Background: an optimization exercise with open tools, aiming at small area, a short achievable clock period and few clock cycles. Do not read the settings as production practice.
Only simulation tests tie the RTL to the original design; equivalence was not proved.
Power and IR drop assume default switching activity.

[flow/run.sh]
#!/bin/bash
# synth_recipe.tcl (not shown) runs the flow's synth.tcl, then flattens the netlist and writes it again
# the make line also repeats each setting of config.mk as NAME=value (left out here)
make -C /OpenROAD-flow-scripts/flow DESIGN_CONFIG=/design/flow/config.mk WORK_HOME=/design/flow/orfs CLKGATE_MAP_FILE= SYNTH_SCRIPT=/design/flow/synth_recipe.tcl finish
[flow/config.mk]
export PLATFORM = sky130hd
export DESIGN_NAME = hough_line_sort_merge
export DESIGN_NICKNAME = hough_line_sort_merge
export VERILOG_FILES = /design/flow/design.v
export SDC_FILE = /design/flow/constraint.sdc
export NUM_CORES = 4
export LEC_CHECK = 0
export CAP_MARGIN = 20
export CORE_MARGIN = 2
export CORE_UTILIZATION = 55
export CTS_CLUSTER_DIAMETER = 120
export CTS_CLUSTER_SIZE = 20
export PLACE_DENSITY = 0.65
export SETUP_SLACK_MARGIN = 5
export SLEW_MARGIN = 20
[flow/constraint.sdc]
create_clock -name core_clock -period 8.0 [get_ports {clock}]
set_input_delay 1.6000 -clock core_clock [delete_from_list [all_inputs] [get_ports {clock}]]
set_output_delay 1.6000 -clock core_clock [all_outputs]
set_load 0.01 [all_outputs]
[flow/design.v]
package hlsm_pkg;
   localparam int MaxLines   = 64;
   localparam int CountWidth = $clog2(MaxLines + 1);
   localparam int DistWidth  = 16;
   localparam int AngleWidth = 15;
   localparam logic [AngleWidth-1:0] TolReset      = 15'd1638;
   localparam logic [AngleWidth-1:0] SkipLowReset  = 15'd12288;
   localparam logic [AngleWidth-1:0] SkipHighReset = 15'd13517;
   localparam int CsrIndexWidth = 2;
   localparam logic [CsrIndexWidth-1:0] CsrMergeTol  = 2'd0;
   localparam logic [CsrIndexWidth-1:0] CsrSkipLow   = 2'd1;
   localparam logic [CsrIndexWidth-1:0] CsrSkipHigh  = 2'd2;
   typedef struct packed {
      logic signed [DistWidth-1:0] distance;
      logic [AngleWidth-1:0]       angle;
   } line_type;
   typedef struct packed {
      logic insert;   
      logic shift;    
   } cell_ctl_type;
   typedef struct packed {
      logic [AngleWidth-1:0] merge_tol;
      logic [AngleWidth-1:0] skip_low;
      logic [AngleWidth-1:0] skip_high;
   } csr_type;
   function automatic logic [16:0] add17(input logic [16:0] a, input logic [16:0] b,
                                         input logic cin);
      logic [16:0] g, p, gg, pp;
      logic [17:0] c;
      g  = a & b;
      p  = a ^ b;
      gg = g;
      pp = p;
      for (int l = 0; l < 5; l++) begin
         for (int i = 0; i < 17; i++) begin
            if (((i >> l) & 1) == 1) begin
               gg[i] = gg[i] | (pp[i] & gg[((i >> l) << l) - 1]);
               pp[i] = pp[i] & pp[((i >> l) << l) - 1];
            end
         end
      end
      c[0] = cin;
      for (int i = 0; i < 17; i++) begin
         c[i+1] = gg[i] | (pp[i] & cin);
      end
      add17 = p ^ c[16:0];
   endfunction
   function automatic logic rho_lo_ge(input logic [7:0] a, input logic [7:0] b);
      rho_lo_ge = (a >= b);
   endfunction
   function automatic logic rho_hi_ge(input logic [7:0] a, input logic [7:0] b,
                                      input logic lo_ge);
      rho_hi_ge = ({~a[7], a[6:0], lo_ge} >= {~b[7], b[6:0], 1'b1});
   endfunction
endpackage
module hlsm_cell (
   input  logic                  clock,
   input  hlsm_pkg::cell_ctl_type ctl,
   input  hlsm_pkg::line_type    new_line,       
   input  logic                  new_tag,
   input  logic                  new_ge,         
   input  logic                  new_lo,         
   input  logic [7:0]            cmp_lo,         
   input  logic [7:0]            cmp_hi,         
   input  hlsm_pkg::line_type    prev_line,
   input  logic                  prev_tag,
   input  logic                  prev_keep,
   input  logic                  prev_ge,
   input  logic                  prev_lo,
   input  hlsm_pkg::line_type    next_line,
   input  logic                  next_tag,
   input  logic                  next_keep,
   input  logic                  next_ge,
   input  logic                  next_lo,
   input  logic                  occupied_next,   
   input  logic                  complete_next,   
   output hlsm_pkg::line_type    line_out,
   output logic                  tag_out,
   output logic                  keep_out,
   output logic                  complete_out,
   output logic                  ge_out,
   output logic                  lo_out
);
   localparam int W  = hlsm_pkg::DistWidth + hlsm_pkg::AngleWidth + 1;
   localparam int DW = hlsm_pkg::DistWidth;
   logic [W-1:0] data_ff;
   logic [W-1:0] data_in;
   logic         ge_in;
   logic         lo_in;
   logic         lo_ff;          
   logic         kept_ff;        
   logic         complete_ff;    
   logic         take_new, take_next, take_prev, load;
   assign ge_out = hlsm_pkg::rho_hi_ge(data_ff[W-1:W-8], cmp_hi, lo_ff);
   assign lo_out = hlsm_pkg::rho_lo_ge(data_ff[W-9:W-16], cmp_lo);
   assign keep_out     = complete_ff || kept_ff;
   assign complete_out = complete_ff;
   assign take_new  = ctl.insert && (ctl.shift ? (keep_out && !next_keep)
                                               : (!keep_out && prev_keep));
   assign load      = ctl.shift ? (!ctl.insert || keep_out) : (ctl.insert && !keep_out);
   assign take_next = ctl.shift && (!ctl.insert || next_keep);
   assign take_prev = ctl.insert && !ctl.shift && !keep_out && !prev_keep;
   assign data_in = ({W{!load}}     & data_ff)
                  | ({W{take_prev}} & {prev_line, prev_tag})
                  | ({W{take_next}} & {next_line, next_tag})
                  | ({W{take_new}}  & {new_line, new_tag});
   assign ge_in = (!load     && occupied_next && ge_out)
               || (take_new  && occupied_next && new_ge)
               || (take_next && occupied_next && next_ge)
               || (take_prev && occupied_next && prev_ge);
   always_ff @(posedge clock) begin
      data_ff <= data_in;
   end
   assign lo_in = (!load     && lo_out)
               || (take_new  && new_lo)
               || (take_next && next_lo)
               || (take_prev && prev_lo);
   always_ff @(posedge clock) begin
      lo_ff       <= lo_in;
      kept_ff     <= ge_in;
      complete_ff <= complete_next;
   end
   assign line_out = data_ff[W-1:1];
   assign tag_out  = data_ff[0];
endmodule
module hlsm_walk (
   input  logic                 clock,
   input  logic                 reset,
   input  logic                 step,        
   input  hlsm_pkg::line_type   head_line,
   input  logic [hlsm_pkg::AngleWidth-1:0] next_angle,
   input  logic                 last_line,
   input  hlsm_pkg::csr_type    csr,
   output logic                 room_next,   
   output logic                 out_valid,
   input  logic                 out_ready,
   output hlsm_pkg::line_type   out_line,
   output logic                 out_keep,
   output logic                 out_last
);
   localparam int AW = hlsm_pkg::AngleWidth;
   localparam int DW = hlsm_pkg::DistWidth;
   localparam int QN = 3;
   localparam int LW = DW + AW;
   logic                 wk_valid_ff;
   hlsm_pkg::line_type   wk_line_ff;
   logic                 wk_last_ff;
   logic                 wk_close_ff;
   logic signed [DW-1:0] run_distance_ff, run_distance_in;
   logic [AW-1:0]        run_angle_ff, run_angle_in;
   logic                 run_open_ff, run_open_in;
   logic                 em_valid_ff, em_valid_in;
   hlsm_pkg::line_type   em_line_ff, em_line_in;
   logic                 em_last_ff, em_last_in;
   logic [QN-1:0]        q_valid_ff, q_valid_in;
   logic [QN-1:0][LW-1:0] q_line_ff, q_line_in;    
   logic [QN-1:0]        q_keep_ff, q_keep_in;
   logic [QN-1:0]        q_last_ff, q_last_in;
   logic                 close;
   logic [AW+1:0]        angle_sum;
   logic signed [DW:0]   dist_sum;
   logic signed [DW:0]   dist_sum1;
   hlsm_pkg::line_type   avg_line;
   logic                 emit;
   hlsm_pkg::line_type   emit_line;
   logic                 em_keep;
   logic                 pop;
   logic                 push;
   function automatic logic diff_below(input logic [AW-1:0] a, input logic [AW-1:0] b,
                                       input logic [AW-1:0] t);
      logic [AW+1:0] x, y, z, s, c, r;
      x = {2'b00, a};
      y = ~{2'b00, b};
      z = ~{2'b00, t};
      s = x ^ y ^ z;
      c = {(x[AW:0] & y[AW:0]) | (x[AW:0] & z[AW:0]) | (y[AW:0] & z[AW:0]), 1'b0};
      r = s + c + (AW+2)'(2);
      diff_below = r[AW+1];
   endfunction
   assign close = !last_line
               && diff_below(head_line.angle, next_angle, csr.merge_tol)
               && diff_below(next_angle, head_line.angle, csr.merge_tol);
   always_ff @(posedge clock) begin
      if (reset) begin
         wk_valid_ff <= 1'b0;
      end else begin
         wk_valid_ff <= step;
      end
   end
   always_ff @(posedge clock) begin
      if (step) begin
         wk_line_ff  <= head_line;
         wk_last_ff  <= last_line;
         wk_close_ff <= close;
      end
   end
   assign angle_sum = hlsm_pkg::add17({2'b00, run_angle_ff}, {2'b00, wk_line_ff.angle}, 1'b0);
   assign dist_sum  = hlsm_pkg::add17({run_distance_ff[DW-1], run_distance_ff},
                                      {wk_line_ff.distance[DW-1], wk_line_ff.distance}, 1'b0);
   assign dist_sum1 = hlsm_pkg::add17({run_distance_ff[DW-1], run_distance_ff},
                                      {wk_line_ff.distance[DW-1], wk_line_ff.distance}, 1'b1);
   assign avg_line.distance = dist_sum[DW] ? dist_sum1[DW:1] : dist_sum[DW:1];
   assign avg_line.angle    = angle_sum[AW:1];
   assign emit_line = run_open_ff ? avg_line : wk_line_ff;
   assign emit      = wk_valid_ff && !wk_close_ff;
   always_comb begin
      run_distance_in = run_distance_ff;
      run_angle_in    = run_angle_ff;
      run_open_in     = run_open_ff;
      if (wk_valid_ff) begin
         run_distance_in = emit_line.distance;
         run_angle_in    = emit_line.angle;
         run_open_in     = wk_close_ff;
      end
   end
   assign pop     = q_valid_ff[0] && out_ready;
   assign push    = em_valid_ff && (!q_valid_ff[QN-1] || pop);
   assign em_keep = !((em_line_ff.angle > csr.skip_low) && (em_line_ff.angle < csr.skip_high));
   always_comb begin
      em_valid_in = emit || (em_valid_ff && !push);
      em_line_in  = em_line_ff;
      em_last_in  = em_last_ff;
      if (wk_valid_ff) begin
         em_line_in = emit_line;
         em_last_in = wk_last_ff;
      end
   end
   always_comb begin
      q_valid_in = q_valid_ff;
      q_line_in  = q_line_ff;
      q_keep_in  = q_keep_ff;
      q_last_in  = q_last_ff;
      if (pop) begin
         q_valid_in = {1'b0, q_valid_ff[2:1]};
         q_line_in  = {q_line_ff[2], q_line_ff[2:1]};
         q_keep_in  = {q_keep_ff[2], q_keep_ff[2:1]};
         q_last_in  = {q_last_ff[2], q_last_ff[2:1]};
      end
      if (push) begin
         if (!q_valid_in[0]) begin
            q_valid_in[0] = 1'b1;
            q_line_in[0]  = em_line_ff;
            q_keep_in[0]  = em_keep;
            q_last_in[0]  = em_last_ff;
         end else if (!q_valid_in[1]) begin
            q_valid_in[1] = 1'b1;
            q_line_in[1]  = em_line_ff;
            q_keep_in[1]  = em_keep;
            q_last_in[1]  = em_last_ff;
         end else begin
            q_valid_in[2] = 1'b1;
            q_line_in[2]  = em_line_ff;
            q_keep_in[2]  = em_keep;
            q_last_in[2]  = em_last_ff;
         end
      end
   end
   logic room_pop, room_hold;
   logic em_pop, em_hold;
   logic [QN-1:0] q_pop, q_hold;
   assign em_hold   = emit || (em_valid_ff && q_valid_ff[2]);
   assign q_hold[0] = q_valid_ff[0] || em_valid_ff;
   assign q_hold[1] = q_valid_ff[1] || (em_valid_ff && q_valid_ff[0] && !q_valid_ff[2]);
   assign q_hold[2] = q_valid_ff[2] || (em_valid_ff && q_valid_ff[1]);
   assign em_pop    = emit;
   assign q_pop[0]  = q_valid_ff[1] || em_valid_ff;
   assign q_pop[1]  = q_valid_ff[2] || (em_valid_ff && q_valid_ff[1]);
   assign q_pop[2]  = em_valid_ff && q_valid_ff[2];
   assign room_hold = !((step && em_hold && q_hold[1]) || ((step || em_hold) && q_hold[2]));
   assign room_pop  = !((step && em_pop && q_pop[1]) || ((step || em_pop) && q_pop[2]));
   assign room_next = pop ? room_pop : room_hold;
   always_ff @(posedge clock) begin
      if (reset) begin
         run_open_ff <= 1'b0;
         em_valid_ff <= 1'b0;
         q_valid_ff  <= '0;
      end else begin
         run_open_ff <= run_open_in;
         em_valid_ff <= em_valid_in;
         q_valid_ff  <= q_valid_in;
      end
   end
   always_ff @(posedge clock) begin
      run_distance_ff <= run_distance_in;
      run_angle_ff    <= run_angle_in;
      em_line_ff      <= em_line_in;
      em_last_ff      <= em_last_in;
      q_line_ff       <= q_line_in;
      q_keep_ff       <= q_keep_in;
      q_last_ff       <= q_last_in;
   end
   assign out_valid = q_valid_ff[0];
   assign out_line  = hlsm_pkg::line_type'(q_line_ff[0]);
   assign out_keep  = q_keep_ff[0];
   assign out_last  = q_last_ff[0];
endmodule
module hough_line_sort_merge (
   input  logic        clock,
   input  logic        reset,
   input  logic [31:0] req_tdata,
   input  logic        req_tlast,
   input  logic        req_tvalid,
   output logic        req_tready,
   output logic [31:0] rsp_tdata,
   output logic        rsp_tuser,    
   output logic        rsp_tlast,
   output logic        rsp_tvalid,
   input  logic        rsp_tready,
   input  logic        csr_valid,
   output logic        csr_ready,
   input  logic [hlsm_pkg::CsrIndexWidth-1:0] csr_index,
   input  logic [hlsm_pkg::AngleWidth-1:0]    csr_data
);
   localparam int N  = hlsm_pkg::MaxLines;
   localparam int CW = hlsm_pkg::CountWidth;
   localparam int DW = hlsm_pkg::DistWidth;
   localparam int AW = hlsm_pkg::AngleWidth;
   logic                in_valid_ff, in_valid_in;
   hlsm_pkg::line_type  in_line_ff, in_line_in;
   logic                in_last_ff, in_last_in;
   logic                mid_valid_ff, mid_valid_in;    
   hlsm_pkg::line_type  mid_line_ff, mid_line_in;
   logic                mid_tag_ff, mid_tag_in;
   logic                mid_done_ff, mid_done_in;
   logic                ins_valid_ff, ins_valid_in;    
   hlsm_pkg::line_type  ins_line_ff, ins_line_in;
   logic                ins_tag_ff, ins_tag_in;
   logic                ins_done_ff, ins_done_in;   
   logic [CW-1:0]       occ_ff, occ_in;         
   logic [CW-1:0]       cmpl_ff, cmpl_in;       
   logic [CW-1:0]       occ_plus, occ_minus, cmpl_minus;
   logic [CW-1:0]       com_ff, com_in;         
   logic [CW-1:0]       com_plus, com_minus;
   logic                com_full_ff;            
   logic [N-1:0]        cell_complete;
   logic [N+1:0]        occ_therm;               
   logic [CW-1:0]       set_count_ff, set_count_in;
   logic                tag_ff, tag_in;         
   hlsm_pkg::csr_type   csr_ff, csr_in;
   logic                drop;
   logic                advance;
   logic                req_tready_ff;          
   logic                walk_step_in;
   logic                walk_ready_in;
   logic                walk_step_ff;           
   logic                room_next;
   logic                set_done;
   logic                do_insert;
   logic                walk_step;
   logic                last_line;
   logic                new_ge;
   logic                new_lo;
   hlsm_pkg::cell_ctl_type ctl;
   logic [N-1:0][DW+AW-1:0] cell_line;   
   logic [N-1:0]        cell_tag;
   logic [N-1:0]        cell_keep;
   logic [N-1:0]        cell_ge;
   logic [N-1:0]        cell_lo;
   hlsm_pkg::line_type  out_line;
   function automatic logic count_above(input logic [CW-1:0] c, input int k);
      logic gt;
      gt = 1'b0;
      for (int b = 0; b < CW; b++) begin
         if (k[b]) gt = c[b] & gt;
         else      gt = c[b] | gt;
      end
      count_above = gt;
   endfunction
   assign csr_ready  = 1'b1;
   assign do_insert  = ins_valid_ff;
   assign occ_plus   = occ_ff + CW'(do_insert);
   assign occ_minus  = occ_plus - CW'(1);
   assign cmpl_minus = cmpl_ff - CW'(1);
   assign occ_in     = walk_step ? occ_minus : occ_plus;
   assign drop       = (set_count_ff == CW'(N));
   assign advance    = in_valid_ff && (drop || !com_full_ff || walk_step);
   assign com_plus   = com_ff + CW'(advance && !drop);
   assign com_minus  = com_plus - CW'(1);
   assign com_in     = walk_step ? com_minus : com_plus;
   assign req_tready = req_tready_ff;
   assign set_done   = ins_done_ff;
   always_comb begin
      in_valid_in = in_valid_ff && !advance;
      in_line_in  = in_line_ff;
      in_last_in  = in_last_ff;
      if (!in_valid_ff || advance) begin
         in_valid_in         = req_tvalid;
         in_line_in.distance = req_tdata[DW-1:0];
         in_line_in.angle    = req_tdata[DW+AW-1:DW];
         in_last_in          = req_tlast;
      end
   end
   always_comb begin
      mid_valid_in = advance && !drop;
      mid_line_in  = in_line_ff;
      mid_tag_in   = tag_ff;
      mid_done_in  = advance && in_last_ff;
      ins_valid_in = mid_valid_ff;
      ins_line_in  = mid_line_ff;
      ins_tag_in   = mid_tag_ff;
      ins_done_in  = mid_done_ff;
   end
   assign new_lo = hlsm_pkg::rho_lo_ge(ins_line_ff.distance[7:0], in_line_ff.distance[7:0]);
   assign new_ge = ($signed(ins_line_ff.distance) >= $signed(mid_line_ff.distance));
   assign ctl.insert = do_insert;
   assign ctl.shift  = walk_step;
   always_comb begin
      csr_in = csr_ff;
      if (csr_valid) begin
         unique case (csr_index)
            hlsm_pkg::CsrMergeTol: csr_in.merge_tol = csr_data;
            hlsm_pkg::CsrSkipLow:  csr_in.skip_low  = csr_data;
            hlsm_pkg::CsrSkipHigh: csr_in.skip_high = csr_data;
            default:               csr_in = csr_ff;
         endcase
      end
   end
   assign walk_step_in = walk_ready_in && room_next;
   always_ff @(posedge clock) begin
      if (reset) begin
         req_tready_ff <= 1'b1;
      end else begin
         req_tready_ff <= !in_valid_in || (set_count_in == CW'(N))
                       || (com_in != CW'(N)) || walk_step_in;
      end
   end
   assign walk_step     = walk_step_ff;
   assign walk_ready_in = set_done ? (occ_in != '0)
                                   : (walk_step ? (cmpl_ff > CW'(1)) : (cmpl_ff != '0));
   always_comb begin
      cmpl_in      = set_done ? occ_in : (walk_step ? cmpl_minus : cmpl_ff);
      set_count_in = (advance && in_last_ff) ? '0 : (set_count_ff + CW'(advance && !drop));
      tag_in       = tag_ff ^ (advance && in_last_ff);
   end
   always_ff @(posedge clock) begin
      if (reset) begin
         in_valid_ff      <= 1'b0;
         mid_valid_ff     <= 1'b0;
         mid_done_ff      <= 1'b0;
         ins_valid_ff     <= 1'b0;
         ins_done_ff      <= 1'b0;
         occ_ff           <= '0;
         com_ff           <= '0;
         com_full_ff      <= 1'b0;
         walk_step_ff     <= 1'b0;
         cmpl_ff          <= '0;
         set_count_ff     <= '0;
         tag_ff           <= 1'b0;
         csr_ff.merge_tol <= hlsm_pkg::TolReset;
         csr_ff.skip_low  <= hlsm_pkg::SkipLowReset;
         csr_ff.skip_high <= hlsm_pkg::SkipHighReset;
      end else begin
         in_valid_ff  <= in_valid_in;
         mid_valid_ff <= mid_valid_in;
         mid_done_ff  <= mid_done_in;
         ins_valid_ff <= ins_valid_in;
         ins_done_ff  <= ins_done_in;
         occ_ff       <= occ_in;
         com_ff       <= com_in;
         com_full_ff  <= (com_in == CW'(N));
         walk_step_ff  <= walk_step_in;
         cmpl_ff      <= cmpl_in;
         set_count_ff <= set_count_in;
         tag_ff       <= tag_in;
         csr_ff       <= csr_in;
      end
   end
   always_ff @(posedge clock) begin
      in_line_ff <= in_line_in;
      in_last_ff <= in_last_in;
      mid_line_ff <= mid_line_in;
      mid_tag_ff  <= mid_tag_in;
      ins_line_ff <= ins_line_in;
      ins_tag_ff  <= ins_tag_in;
   end
   always_comb begin
      occ_therm[0]   = 1'b1;
      occ_therm[N+1] = 1'b0;
      for (int k = 0; k < N; k++) begin
         occ_therm[k+1] = count_above(occ_ff, k);
      end
   end
   for (genvar i = 0; i < N; i++) begin : g_cell
      hlsm_pkg::line_type prev_line;
      hlsm_pkg::line_type next_line;
      logic               prev_tag;
      logic               next_tag;
      logic               prev_keep;
      logic               next_keep;
      logic               prev_ge;
      logic               next_ge;
      logic               prev_lo;
      logic               next_lo;
      logic               occupied;
      logic               complete;
      assign occupied = !reset && ((do_insert && !walk_step) ? occ_therm[i]
                                 : (walk_step && !do_insert) ? occ_therm[i+2]
                                 :                             occ_therm[i+1]);
      if (i == N - 1) begin : g_last
         assign complete = !reset && (set_done ? occupied : (!walk_step && cell_complete[i]));
      end else begin : g_inner
         assign complete = !reset && (set_done ? occupied
                                    : (walk_step ? cell_complete[i+1] : cell_complete[i]));
      end
      if (i == 0) begin : g_head
         assign prev_line = ins_line_ff;
         assign prev_tag  = ins_tag_ff;
         assign prev_keep = 1'b1;
         assign prev_ge   = new_ge;
         assign prev_lo   = new_lo;
      end else begin : g_body
         assign prev_line = cell_line[i-1];
         assign prev_tag  = cell_tag[i-1];
         assign prev_keep = cell_keep[i-1];
         assign prev_ge   = cell_ge[i-1];
         assign prev_lo   = cell_lo[i-1];
      end
      if (i == N - 1) begin : g_tail
         assign next_line = '0;
         assign next_tag  = 1'b0;
         assign next_keep = 1'b0;
         assign next_ge   = 1'b0;
         assign next_lo   = 1'b0;
      end else begin : g_mid
         assign next_line = cell_line[i+1];
         assign next_tag  = cell_tag[i+1];
         assign next_keep = cell_keep[i+1];
         assign next_ge   = cell_ge[i+1];
         assign next_lo   = cell_lo[i+1];
      end
      hlsm_cell u_cell (
         .clock     (clock),
         .ctl       (ctl),
         .new_line  (ins_line_ff),
         .new_tag   (ins_tag_ff),
         .new_ge    (new_ge),
         .new_lo    (new_lo),
         .cmp_lo    (in_line_ff.distance[7:0]),
         .cmp_hi    (mid_line_ff.distance[15:8]),
         .prev_line (prev_line),
         .prev_tag  (prev_tag),
         .prev_keep (prev_keep),
         .prev_ge   (prev_ge),
         .prev_lo   (prev_lo),
         .next_line (next_line),
         .next_tag  (next_tag),
         .next_keep (next_keep),
         .next_ge   (next_ge),
         .next_lo   (next_lo),
         .occupied_next (occupied),
         .complete_next (complete),
         .line_out  (cell_line[i]),
         .tag_out   (cell_tag[i]),
         .keep_out  (cell_keep[i]),
         .complete_out (cell_complete[i]),
         .ge_out    (cell_ge[i]),
         .lo_out    (cell_lo[i])
      );
   end
   assign last_line = (cmpl_ff < CW'(2)) || (cell_tag[1] != cell_tag[0]);
   hlsm_walk u_walk (
      .clock      (clock),
      .reset      (reset),
      .step       (walk_step),
      .head_line  (cell_line[0]),
      .next_angle (cell_line[1][AW-1:0]),
      .last_line  (last_line),
      .csr        (csr_ff),
      .room_next  (room_next),
      .out_valid  (rsp_tvalid),
      .out_ready  (rsp_tready),
      .out_line   (out_line),
      .out_keep   (rsp_tuser),
      .out_last   (rsp_tlast)
   );
   assign rsp_tdata = {1'b0, out_line.angle, out_line.distance};
endmodule
==> notes.md <==
==> logic make-up after synthesis <==
| group | share of synthesized area |
|---|---|
| adders and majority gates | 0.1225 |
| DFF | 0.4023 |
| and+or+nand+nor | 0.1667 |
| buffers and inverters | 0.05171 |
| other | 0.00005689 |
| AOI/OAI and AO/OA | 0.2441 |
| muxes | 0.008881 |
| xor gates and xnor gates | 0.003782 |
==> critical path: stages (launching register included) <==
cell and delay, ps:
dfxtp_4 390, clkinvlp_4 120, buf_12 160, buf_16 170
ha_4 270, nand4_1 120, or4_4 590, o2111ai_4 270
buf_8 170, buf_4 130, mux2_4 410, o21ai_2 180
a211oi_2 80
==> layout by cell type (no fill, tap or decap), drive strengths merged, types with 36 or more instances in the layout <==
cell           instances
mux2i                 83
nand2b               122
dfxtp               2458
o21bai                46
nand2               4400
edfxtp               130
o21a                  51
inv                  360
nor2b                 53
a21oi                384
a22oi                 55
o211ai                39
buf                  360
or2                   44
clkdlybuf4s50         51
o22a                  45
xnor2                 39
nor4                  52
a222oi              2086
a31oi                 51
a21o                 120
nor2                 308
and3                  91
and2                  60
clkbuf               182
ha                  1232
o21ai                462
nand3                121
nor3                  85
fa                    36
a211oi               158
==> cell type report <==
cell class,count,area [um2],share of cell area
well taps,3167,3963,0.02822
repair inverters,4,31.28,0.0002228
clock buffers,179,3884,0.02766
diodes,6,15.01,0.0001069
multi-input cells,10710,73480,0.5233
inverters,363,1475,0.01051
flip-flops and latches,2588,53320,0.3798
repair buffers,418,4100,0.02920
clock inverters,11,145.1,0.001034
==> how the worst max path moves through the flow <==
| stage | startpoint | to |
|---|---|---|
| 2_1_floorplan | mid_line_ff[24]$_DFF_P_ | g_cell[45].u_cell.kept_ff$_DFF_P_ |
| 3_3_place_gp | rsp_tready | req_tready_ff$_SDFF_PP1_ |
| 3_5_place_dp | mid_line_ff[26]$_DFF_P_ | g_cell[61].u_cell.kept_ff$_DFF_P_ |
| 4_1_cts | mid_line_ff[23]$_DFF_P_ | g_cell[61].u_cell.kept_ff$_DFF_P_ |
| 5_1_grt | mid_line_ff[23]$_DFF_P_ | g_cell[28].u_cell.kept_ff$_DFF_P_ |
| 6_report | mid_line_ff[23]$_DFF_P_ | g_cell[2].u_cell.kept_ff$_DFF_P_ |
==> where the power goes <==
group          switching, mW  internal [mW]
combinational           11.4           7.35
clock                   4.57           3.45
sequential              5.54           17.4
==> state kept, by name (all words and copies together), names as in the netlist, 3 cells and up <==
| name | flops |
|---|---|
| cmpl_ff | 7 |
| com_ff | 7 |
| csr_ff | 45 |
| g_cell.u_cell.complete_ff | 64 |
| g_cell.u_cell.data_ff | 2048 |
| g_cell.u_cell.kept_ff | 64 |
| g_cell.u_cell.lo_ff | 64 |
| in_line_ff | 31 |
| ins_line_ff | 31 |
| mid_line_ff | 31 |
| occ_ff | 7 |
| set_count_ff | 7 |
| u_walk.q_keep_ff | 3 |
| u_walk.q_last_ff | 3 |
| u_walk.q_line_ff | 93 |
| u_walk.q_valid_ff | 3 |
| u_walk.run_angle_ff | 14 |
| u_walk.run_distance_ff | 16 |
| u_walk.wk_line_ff | 31 |
==> per-stage QoR <==
step                hold slack, ps  std cells
finish                       325.6      17450
global route                 330.0      17440
CTS                          327.5      17400
detailed placement           312.5      17130
global placement             309.8      17130
floorplan                    309.6      15040
==> repair_timing <==
item | in CTS | in global routing
endpoints found under the setup margin | 1588 | 404
gates resized for setup | 313 | 99
pin swaps | 25 | 48
setup buffers | 61 | 27
cloned | 23 | 7
==> synthesized netlist by cell type (32+ instances only) <==
master | count | area (um2)
or2_2 | 38 | 237.7
o221ai_1 | 32 | 280.3
inv_1 | 362 | 1359
edfxtp_1 | 130 | 3904
xnor2_1 | 39 | 341.6
nor2_1 | 303 | 1137
nand3_1 | 121 | 605.6
buf_4 | 36 | 270.3
o211ai_1 | 39 | 292.8
nand4_1 | 35 | 219.0
nand2b_1 | 122 | 763.2
mux2i_1 | 83 | 830.8
nand2_1 | 4400 | 16520
nor2b_1 | 52 | 325.3
a22oi_1 | 55 | 412.9
and2_1 | 59 | 369.1
o2111ai_1 | 34 | 297.8
buf_2 | 56 | 280.3
a21oi_1 | 378 | 1892
and3_1 | 90 | 563.0
o21a_1 | 51 | 382.9
a31oi_1 | 51 | 319.1
a222oi_1 | 2086 | 20880
a21o_1 | 120 | 900.9
fa_1 | 36 | 720.7
dfxtp_1 | 2458 | 49210
o21bai_1 | 46 | 345.3
a221oi_1 | 33 | 289.0
nor3_1 | 84 | 420.4
buf_1 | 173 | 649.4
a211o_1 | 32 | 280.3
ha_1 | 1232 | 15410
nor4_1 | 52 | 325.3
a211oi_1 | 157 | 1179
o22a_1 | 44 | 385.4
clkbuf_1 | 1127 | 4230
o21ai_0 | 439 | 2197
==> metal layers <==
metal | vias up | wire length [um]
met5 | - | 20
met3 | 1292 | 53390
met1 | 59970 | 190400
met4 | 4 | 24950
li1 | 55520 | -
met2 | 7690 | 213300
==> impl_metrics.csv <==
group,metric,value,unit
clock_network,h-tree-depth,4,
timing,hold_violations,0,
finish,utilization,0.5893,
route,vias,124500,
worst_hold_path,hold_class,"reg -> reg",
worst_hold_path,min_to,"ins_line_ff[5]$_DFF_P_",
yosys,synth_edf_count,130,
critical_path,r2r-start,"mid_line_ff[23]$_DFF_P_",
flow_run,maxCapViolCount,0,
finish,nets,15560,
clock_network,cts-root-buf,"clkbuf_16",
critical_path,cp_max_fo,8,
route,finalWirelength,482000,um
worst_hold_path,hold_path_depth,0,
yosys,ys_seq_elements,2588,
finish,final_area,0.1404,mm2
timing,fin_tns_setup,0,ps
finish,drive_gt1_frac,0.06691,
clock_network,cts_made_buffers,147,
timing,max_freq,311.3,MHz
timing,worst_slew_pin_slew,1257,ps
critical_path,worstRegToRegCells,12,
global_route,use_met1,0.4936,
yosys,synth_nets,16360,
global_route,grt-ovfl-total,0,
yosys,ys_types,88,
yosys,syn_area,0.1320,mm2
critical_path,crit_path_start_kind,"register",
route,drc,0,
critical_path,required,8690,ps
placed_design,dp_hpwl,303500,um
yosys,ys.flop_type,"dfxtp_1",
worst_hold_path,min-delay-start,"mid_line_ff[5]$_DFF_P_",
route,ant_nets,0,
global_route,grt_busiest_layer,"met2",
critical_path,arrival,3900,ps
yosys,syn_inst,15040,
die,io_pins,92,
clock_network,cts_num_sinks,2588,
die,die_area,0.2440,mm2
die,dieHeight,493.9,um
yosys,syn_avg_cell_area,8.780,um2
yosys,synth.yosys.warnings,3,
die,dieWidth,493.9,um
placed_design,gp_congestion,0.8907,
critical_path,critical_path_class,"reg -> reg",
placed_design,pre_cts_slack,3862,ps
route,first_pass_iters,17,
route,wl_per_cell,27.63,um
global_route,first_global_vias,115800,
global_route,grt_use_total,0.3717,
timing,drv_slew,0,
power_and_ir_drop,p_per_area,353.9,mW/mm2
die,core.rowCount,179,
power_and_ir_drop,peakVddDrop,0.2916,mV
timing,finalCritPeriodShare,0.4015,
global_route,grt_pass1_wl,720800,um
timing,slew_headroom,0.1609,
clock_network,clock_path_buffers,3,
critical_path,r2r-end,"g_cell[2].u_cell.kept_ff$_DFF_P_",
critical_path,end_kind,"register",
timing,skew,27.47,ps
global_route,antenna_found_initial,5,
timing,setup_slack,4788,ps
finish,fillCellCount,20620,
route,drtIter0Drc,24550,
clock_network,clk_pin_slew,90,ps
timing,layout_min_cycle_time,3212,ps
clock_network,tritoncts,"built",
outcome,status,"complete, no violations",
timing,finalSetupViolCount,0,
global_route,use_met2,0.5807,
clock_network,clkLatencyLatePin,850,ps
power_and_ir_drop,power.total,49.69,mW
die,start_util,0.5540,
yosys,synth-async-reset-ratio,0,
global_route,grtUsageMet3,0.07048,
placed_design,io_buffer_count,88,
die,fp.coreArea,0.2383,mm2
route,detail_route.vias_per_cell,7.135,
timing,rsz0062_at_grt,"true",
power_and_ir_drop,p_leak,62.97,nW
placed_design,dpl_cell_area,0.1340,mm2
global_route,grt_max_degree,78,
finish,syn_to_final_growth,6.366,%
yosys,yosysSeqAreaShare,0.4023,
critical_path,r2r_setup_slack,4790,ps
clock_network,cts_hold_buffers,0,
Testbench counts, summed over its fixed seeds: cycles 15,367.

[port drivers added, routing unchanged]
The results above use ideal ports. As a check the final layout listed here was re-extracted and re-timed, cells and wires unchanged.
Step 1: set_driving_cell puts a clkbuf_16 on clock and a buf_2 on each other input, an assumption about the parent block.
Step 2 times the ports against the registers' clock, not the clock port: input delays grow and output delays shrink by t, the midpoint of the rising clock arrivals with the driver on.
a / b / c = ideal ports / drivers / drivers and shift; a / b = the first two.
t (ns): 0.936
setup WS [ns]: 4.788 / 4.788 / 4.278
clock arrival spread, ns: 0.036 / 0.036
After both steps this run still meets setup and hold. The setup slack of this run moves by 0.000 ns with the drivers and by -0.510 ns with both steps.
